From an optimization exercise on the open Yosys and OpenROAD flow, aimed at small area; shortcuts taken in it are not production practice.
Where RTL was checked, it was by simulation tests only, not by an equivalence proof against the original.

==> inputs of job 2330 <==
// systolic_ctrl
module systolic_ctrl #(
  parameter int unsigned WIDTH       = 16,
  parameter int unsigned MAX_LENGTH  = 64,
  parameter int unsigned NUM_UNITS   = 64,
  parameter int unsigned WDOG_CYCLES = 1024
) (
  input  logic                                     clk,
  input  logic                                     reset,
  input  logic                                     job_valid,
  output logic                                     job_ready,
  input  logic [$clog2(NUM_UNITS+1)-1:0]           job_rows,
  input  logic [$clog2(MAX_LENGTH)-1:0]            job_length,
  output logic                                     elem_valid,
  output logic [$clog2(MAX_LENGTH)-1:0]            elem_idx,
  output logic                                     arr_start,
  output logic [NUM_UNITS-1:0]                     arr_active_units,
  output logic [$clog2(MAX_LENGTH)-1:0]            arr_length,
  input  logic [NUM_UNITS-1:0]                     arr_done,
  input  logic [NUM_UNITS*WIDTH-1:0]               arr_result,
  output logic                                     res_valid,
  input  logic                                     res_ready,
  output logic [WIDTH-1:0]                         res_data,
  output logic [$clog2(NUM_UNITS)-1:0]             res_index,
  output logic                                     res_last,
  output logic                                     busy,
  output logic                                     err
);
  localparam int unsigned CW = 10;   
  typedef enum logic [2:0] {
    StIdle  = 3'b000,
    StStart = 3'b001,
    StFeed  = 3'b011,
    StWait  = 3'b010,
    StDrain = 3'b110
  } state_e;
  state_e          state_q, state_d;
  logic            err_q, err_d;
  logic [5:0]      last_q;      
  logic [5:0]      len_q;
  logic [CW-1:0]   cnt_q, cnt_d;
  logic [CW-1:0]   cnt_inc;
  logic [NUM_UNITS*WIDTH-1:0] snap_q;
  logic idle, st_start, st_feed, st_wait, st_drain;
  logic all_done, feed_last, res_last_w, wdog_end, nonempty;
  logic [NUM_UNITS-1:0] mask;
  assign idle     = state_q == StIdle;
  assign st_start = state_q == StStart;
  assign st_feed  = state_q == StFeed;
  assign st_wait  = state_q == StWait;
  assign st_drain = state_q == StDrain;
  assign cnt_inc = cnt_q + CW'(1);
  always_comb begin
  ...
==> module systolic_ctrl, before the edit <==
module systolic_ctrl #(
  parameter int unsigned WIDTH       = 16,
  parameter int unsigned MAX_LENGTH  = 64,
  parameter int unsigned NUM_UNITS   = 64,
  parameter int unsigned WDOG_CYCLES = 1024
) (
  input  logic                                     clk,
  input  logic                                     reset,
  input  logic                                     job_valid,
  output logic                                     job_ready,
  input  logic [$clog2(NUM_UNITS+1)-1:0]           job_rows,
  input  logic [$clog2(MAX_LENGTH)-1:0]            job_length,
  output logic                                     elem_valid,
  output logic [$clog2(MAX_LENGTH)-1:0]            elem_idx,
  output logic                                     arr_start,
  output logic [NUM_UNITS-1:0]                     arr_active_units,
  output logic [$clog2(MAX_LENGTH)-1:0]            arr_length,
  input  logic [NUM_UNITS-1:0]                     arr_done,
  input  logic [NUM_UNITS*WIDTH-1:0]               arr_result,
  output logic                                     res_valid,
  input  logic                                     res_ready,
  output logic [WIDTH-1:0]                         res_data,
  output logic [$clog2(NUM_UNITS)-1:0]             res_index,
  output logic                                     res_last,
  output logic                                     busy,
  output logic                                     err
);
  localparam int unsigned CW = 10;   
  typedef enum logic [2:0] {
    StIdle  = 3'b000,
    StStart = 3'b001,
    StFeed  = 3'b011,
    StWait  = 3'b010,
    StDrain = 3'b110
  } state_e;
  state_e          state_q, state_d;
  logic            err_q, err_d;
  logic [5:0]      last_q;      
  logic [5:0]      len_q;
  logic [CW-1:0]   cnt_q, cnt_d;
  logic [CW-1:0]   cnt_inc;
  logic [NUM_UNITS*WIDTH-1:0] snap_q;
  logic idle, st_start, st_feed, st_wait, st_drain;
  logic all_done, feed_last, res_last_w, wdog_end, nonempty;
  logic [NUM_UNITS-1:0] mask;
  assign idle     = state_q == StIdle;
  assign st_start = state_q == StStart;
  assign st_feed  = state_q == StFeed;
  assign st_wait  = state_q == StWait;
  assign st_drain = state_q == StDrain;
  assign cnt_inc = cnt_q + CW'(1);
  always_comb begin
    for (int i = 0; i < NUM_UNITS; i++) begin
      mask[i] = !idle && (6'(i) <= last_q);
    end
  end
  assign all_done   = &(arr_done | ~mask);
  assign feed_last  = cnt_inc[5:0] == len_q;
  assign res_last_w = cnt_q[5:0] == last_q;
  assign wdog_end   = &cnt_q;
  assign nonempty   = (job_rows != '0) && (job_length != '0);
  always_ff @(posedge clk or posedge reset) begin
    if (reset) begin
      state_q <= StIdle;
      err_q   <= 1'b0;
    end else begin
      state_q <= state_d;
      err_q   <= err_d;
    end
  end
  always_ff @(posedge clk) begin
    if (idle) begin
      len_q  <= job_length;
      last_q <= job_rows[6] ? 6'h3f : job_rows[5:0] - 6'd1;
    end
    cnt_q <= cnt_d;
  end
  always_ff @(posedge clk) begin
    snap_q <= (arr_result & {(NUM_UNITS*WIDTH){!st_drain}}) |
              (snap_q & {(NUM_UNITS*WIDTH){st_drain}});
  end
  always_comb begin
    state_d = state_q;
    err_d   = err_q;
    cnt_d   = cnt_q;
    unique case (state_q)
      StIdle: begin
        cnt_d = '0;
        if (job_valid) begin
          err_d = 1'b0;
          if (nonempty) state_d = StStart;
        end
      end
      StStart: begin
        cnt_d   = '0;
        state_d = StFeed;
      end
      StFeed: begin
        if (feed_last) begin
          cnt_d   = '0;
          state_d = StWait;
        end else begin
          cnt_d = cnt_inc;
        end
      end
      StWait: begin
        if (all_done) begin
          cnt_d   = '0;
          state_d = StDrain;
        end else if (wdog_end) begin
          err_d   = 1'b1;
          state_d = StIdle;
        end else begin
          cnt_d = cnt_inc;
        end
      end
      StDrain: begin
        if (res_ready) begin
          cnt_d = cnt_inc;
          if (res_last_w) state_d = StIdle;
        end
      end
      default: begin
        state_d = StIdle;
      end
    endcase
  end
  assign job_ready        = idle;
  assign busy             = !idle;
  assign arr_start        = st_start;
  assign elem_valid       = st_feed;
  assign res_valid        = st_drain;
  assign arr_active_units = mask;
  assign arr_length       = idle ? 6'd0 : len_q;
  assign elem_idx         = cnt_q[5:0];
  assign res_index        = cnt_q[5:0];
  assign res_last         = res_last_w;
  logic [NUM_UNITS-1:0] sel;
  always_comb begin
    for (int u = 0; u < NUM_UNITS; u++) sel[u] = cnt_q[5:0] == 6'(u);
    res_data = '0;
    for (int u = 0; u < NUM_UNITS; u++)
      res_data = res_data | (snap_q[u*WIDTH +: WIDTH] & {WIDTH{sel[u]}});
  end
  assign err              = err_q;
endmodule
clock: 6.0 ns
lec_check: 0
cap_margin: 20
core_area: 6 6 434 434
die_area: 0 0 440 440
slew_margin: 20
standard.sh (not shown) runs the stock make flow with config.mk's settings and CLKGATE_MAP_FILE= SYNTH_SCRIPT=/design/flow/synth_recipe.tcl, a recipe that flattens the netlist after the stock synthesis.
==> flow/flow/run.sh <==
#!/bin/bash
# Standard layout; keep the tool output in a log beside the work folder.
bash standard.sh > standard.log 2>&1
==> job 9751: changes against job 2330 <==
--- a/flow/design.v
+++ b/flow/design.v
@@ -36,5 +36,6 @@
   state_e          state_q, state_d;
   logic            err_q, err_d;
-  logic [5:0]      last_q;      
+  logic            load_q;      
+  logic [5:0]      rows_q;      
   logic [5:0]      len_q;
   logic [CW-1:0]   cnt_q, cnt_d;
@@ -52,10 +53,10 @@
   always_comb begin
     for (int i = 0; i < NUM_UNITS; i++) begin
-      mask[i] = !idle && (6'(i) <= last_q);
+      mask[i] = !idle && ((rows_q == 6'd0) || (6'(i) < rows_q));
     end
   end
   assign all_done   = &(arr_done | ~mask);
   assign feed_last  = cnt_inc[5:0] == len_q;
-  assign res_last_w = cnt_q[5:0] == last_q;
+  assign res_last_w = cnt_inc[5:0] == rows_q;
   assign wdog_end   = &cnt_q;
   assign nonempty   = (job_rows != '0) && (job_length != '0);
@@ -64,7 +65,9 @@
       state_q <= StIdle;
       err_q   <= 1'b0;
+      load_q  <= 1'b1;
     end else begin
       state_q <= state_d;
       err_q   <= err_d;
+      load_q  <= state_d != StDrain;
     end
   end
@@ -72,10 +75,10 @@
     if (idle) begin
       len_q  <= job_length;
-      last_q <= job_rows[6] ? 6'h3f : job_rows[5:0] - 6'd1;
+      rows_q <= job_rows[6] ? 6'd0 : job_rows[5:0];
     end
     cnt_q <= cnt_d;
   end
   always_ff @(posedge clk) begin
-    snap_q <= (arr_result & {(NUM_UNITS*WIDTH){!st_drain}}) |
+    snap_q <= (arr_result & {(NUM_UNITS*WIDTH){load_q}}) |
               (snap_q & {(NUM_UNITS*WIDTH){st_drain}});
   end
==> flow/flow/run.sh (replaced) <==
#!/bin/bash
# Standard ORFS layout (the standard.sh, unchanged synthesis), with
#  - port buffers made from the smallest buffer cell,
#  - a clock tree of clkbuf_8 leaves (clkbuf_16 root) with larger sink clusters and
#    no dummy balancing loads.
CTS="-sink_clustering_enable -repair_clock_nets -dont_use_dummy_load"
CTS="$CTS -buf_list sky130_fd_sc_hd__clkbuf_8 -root_buf sky130_fd_sc_hd__clkbuf_16"
CTS="$CTS -sink_clustering_size 18 -sink_clustering_max_diameter 60"
bash standard.sh \
  'BUFFER_PORTS_ARGS=-buffer_cell sky130_fd_sc_hd__buf_1' \
  "CTS_ARGS=$CTS" \
  finish > standard.log 2>&1
==> job 8488: changes against job 2330 <==
--- a/flow/design.v
+++ b/flow/design.v
@@ -36,5 +36,6 @@
   state_e          state_q, state_d;
   logic            err_q, err_d;
-  logic [5:0]      last_q;      
+  logic            load_q;      
+  logic [5:0]      rows_q;      
   logic [5:0]      len_q;
   logic [CW-1:0]   cnt_q, cnt_d;
@@ -52,10 +53,10 @@
   always_comb begin
     for (int i = 0; i < NUM_UNITS; i++) begin
-      mask[i] = !idle && (6'(i) <= last_q);
+      mask[i] = !idle && ((rows_q == 6'd0) || (6'(i) < rows_q));
     end
   end
   assign all_done   = &(arr_done | ~mask);
   assign feed_last  = cnt_inc[5:0] == len_q;
-  assign res_last_w = cnt_q[5:0] == last_q;
+  assign res_last_w = cnt_inc[5:0] == rows_q;
   assign wdog_end   = &cnt_q;
   assign nonempty   = (job_rows != '0) && (job_length != '0);
@@ -64,7 +65,9 @@
       state_q <= StIdle;
       err_q   <= 1'b0;
+      load_q  <= 1'b1;
     end else begin
       state_q <= state_d;
       err_q   <= err_d;
+      load_q  <= state_d != StDrain;
     end
   end
@@ -72,10 +75,10 @@
     if (idle) begin
       len_q  <= job_length;
-      last_q <= job_rows[6] ? 6'h3f : job_rows[5:0] - 6'd1;
+      rows_q <= job_rows[6] ? 6'd0 : job_rows[5:0];
     end
     cnt_q <= cnt_d;
   end
   always_ff @(posedge clk) begin
-    snap_q <= (arr_result & {(NUM_UNITS*WIDTH){!st_drain}}) |
+    snap_q <= (arr_result & {(NUM_UNITS*WIDTH){load_q}}) |
               (snap_q & {(NUM_UNITS*WIDTH){st_drain}});
   end
==> flow/flow/run.sh (replaced) <==
#!/bin/bash
# Standard ORFS layout (the standard.sh, unchanged synthesis), with
#  - port buffers made from the smallest buffer cell,
#  - a clock tree of clkbuf_8 leaves (clkbuf_16 root) with larger sink clusters and
#    no dummy balancing loads.
CTS="-sink_clustering_enable -repair_clock_nets -dont_use_dummy_load"
CTS="$CTS -buf_list sky130_fd_sc_hd__clkbuf_8 -root_buf sky130_fd_sc_hd__clkbuf_16"
CTS="$CTS -sink_clustering_size 16 -sink_clustering_max_diameter 50"
bash standard.sh \
  'BUFFER_PORTS_ARGS=-buffer_cell sky130_fd_sc_hd__buf_1' \
  "CTS_ARGS=$CTS" \
  finish > standard.log 2>&1
Settings changed: PLACE_DENSITY set to 0.9, SETUP_SLACK_MARGIN set to 0.25, SLEW_MARGIN 20 to 35.
==> flow_metrics.tcl <==
set metrics [dict create \
    status "finished clean" \
    netlist_top_cells_area "dfxtp_1, a22o_1, a221oi_1" \
    clkCellAreaFrac_pct 3.41 \
    p_int_uw 11000 \
    fin_nets 5703 \
    fmax_mhz 172 \
    crit_end "res_data[8]" \
    finalCriticalPeriod_ns 5.81 \
    synth_fa_ha_area_share_pct 0.128 \
    ff_latch_area_um2 21300 \
    final_cell_mix "a22o_1, buf_1, dfxtp_1" \
    grt_pass1_wl_mm 435 \
    synth_top_area_share_pct 52.4 \
    place_ws_ns 0.680 \
    syn_nets 4571 \
]
-- figures above: job 8488

==> flow_metrics.tcl <==
set metrics [dict create \
    netlist_top_cells_area "edfxtp_1, a221oi_1, a22o_1" \
    timing.final.ws_setup_ns -0.0460 \
    status "failed layout checks" \
    setup_viol 1 \
    synth_fa_ha_area_share_pct 0.183 \
    p_int_uw 14300 \
    crit_end "res_data[5]" \
    final_cell_mix "clkdlybuf4s50_1, edfxtp_1, a22o_1" \
    violations "negative setup slack" \
    ff_latch_area_um2 31500 \
    finalCriticalPeriod_ns 6.05 \
    fmax_mhz 165 \
]
-- figures above: job 2330

==> flow_metrics.tcl <==
set metrics [dict create \
    netlist_top_cells_area "dfxtp_1, a22o_1, a221oi_1" \
    status "failed layout checks" \
    ff_latch_area_um2 21300 \
    finalCriticalPeriod_ns 6.01 \
    syn_nets 4571 \
    synth_top_area_share_pct 52.4 \
    crit_end "res_data[4]" \
    setup_viol 1 \
    grt_pass1_wl_mm 402 \
    clkCellAreaFrac_pct 3.02 \
    violations "negative setup slack" \
    timing.final.ws_setup_ns -0.00858 \
]
-- figures above: job 9751

Only the layout flow was run in job 2330; the RTL was not checked for function there.

==> afterwards: timing with drivers on the ports <==
How much do the figures lean on ideal ports? The routed layouts below were timed once more, with nothing changed but the port constraints.
Step 1 (the two cells are an assumption about what drives the block):
set clk [get_ports {clk}]
set_driving_cell -lib_cell sky130_fd_sc_hd__clkbuf_16 $clk
set_driving_cell -lib_cell sky130_fd_sc_hd__buf_2 [delete_from_list [all_inputs] $clk]
Step 2 also shifts input and output timing later by t, the mid clock arrival at the registers, as if the neighbouring blocks saw the same clock.
a / b / c = ideal ports / drivers / drivers and shift; a / b = the first two.
run | t (ns) | slack for setup (ns) | worst hold slack (ns)
job 2330 | 0.873 | -0.046 / -0.129 / 0.743 | 0.529 / 0.529 / 0.529
job 9751 | 0.748 | -0.009 / -0.087 / 0.661 | 0.480 / 0.480 / 0.480
job 8488 | 0.768 | 0.188 / 0.118 / 0.886 | 0.474 / 0.436 / 0.474
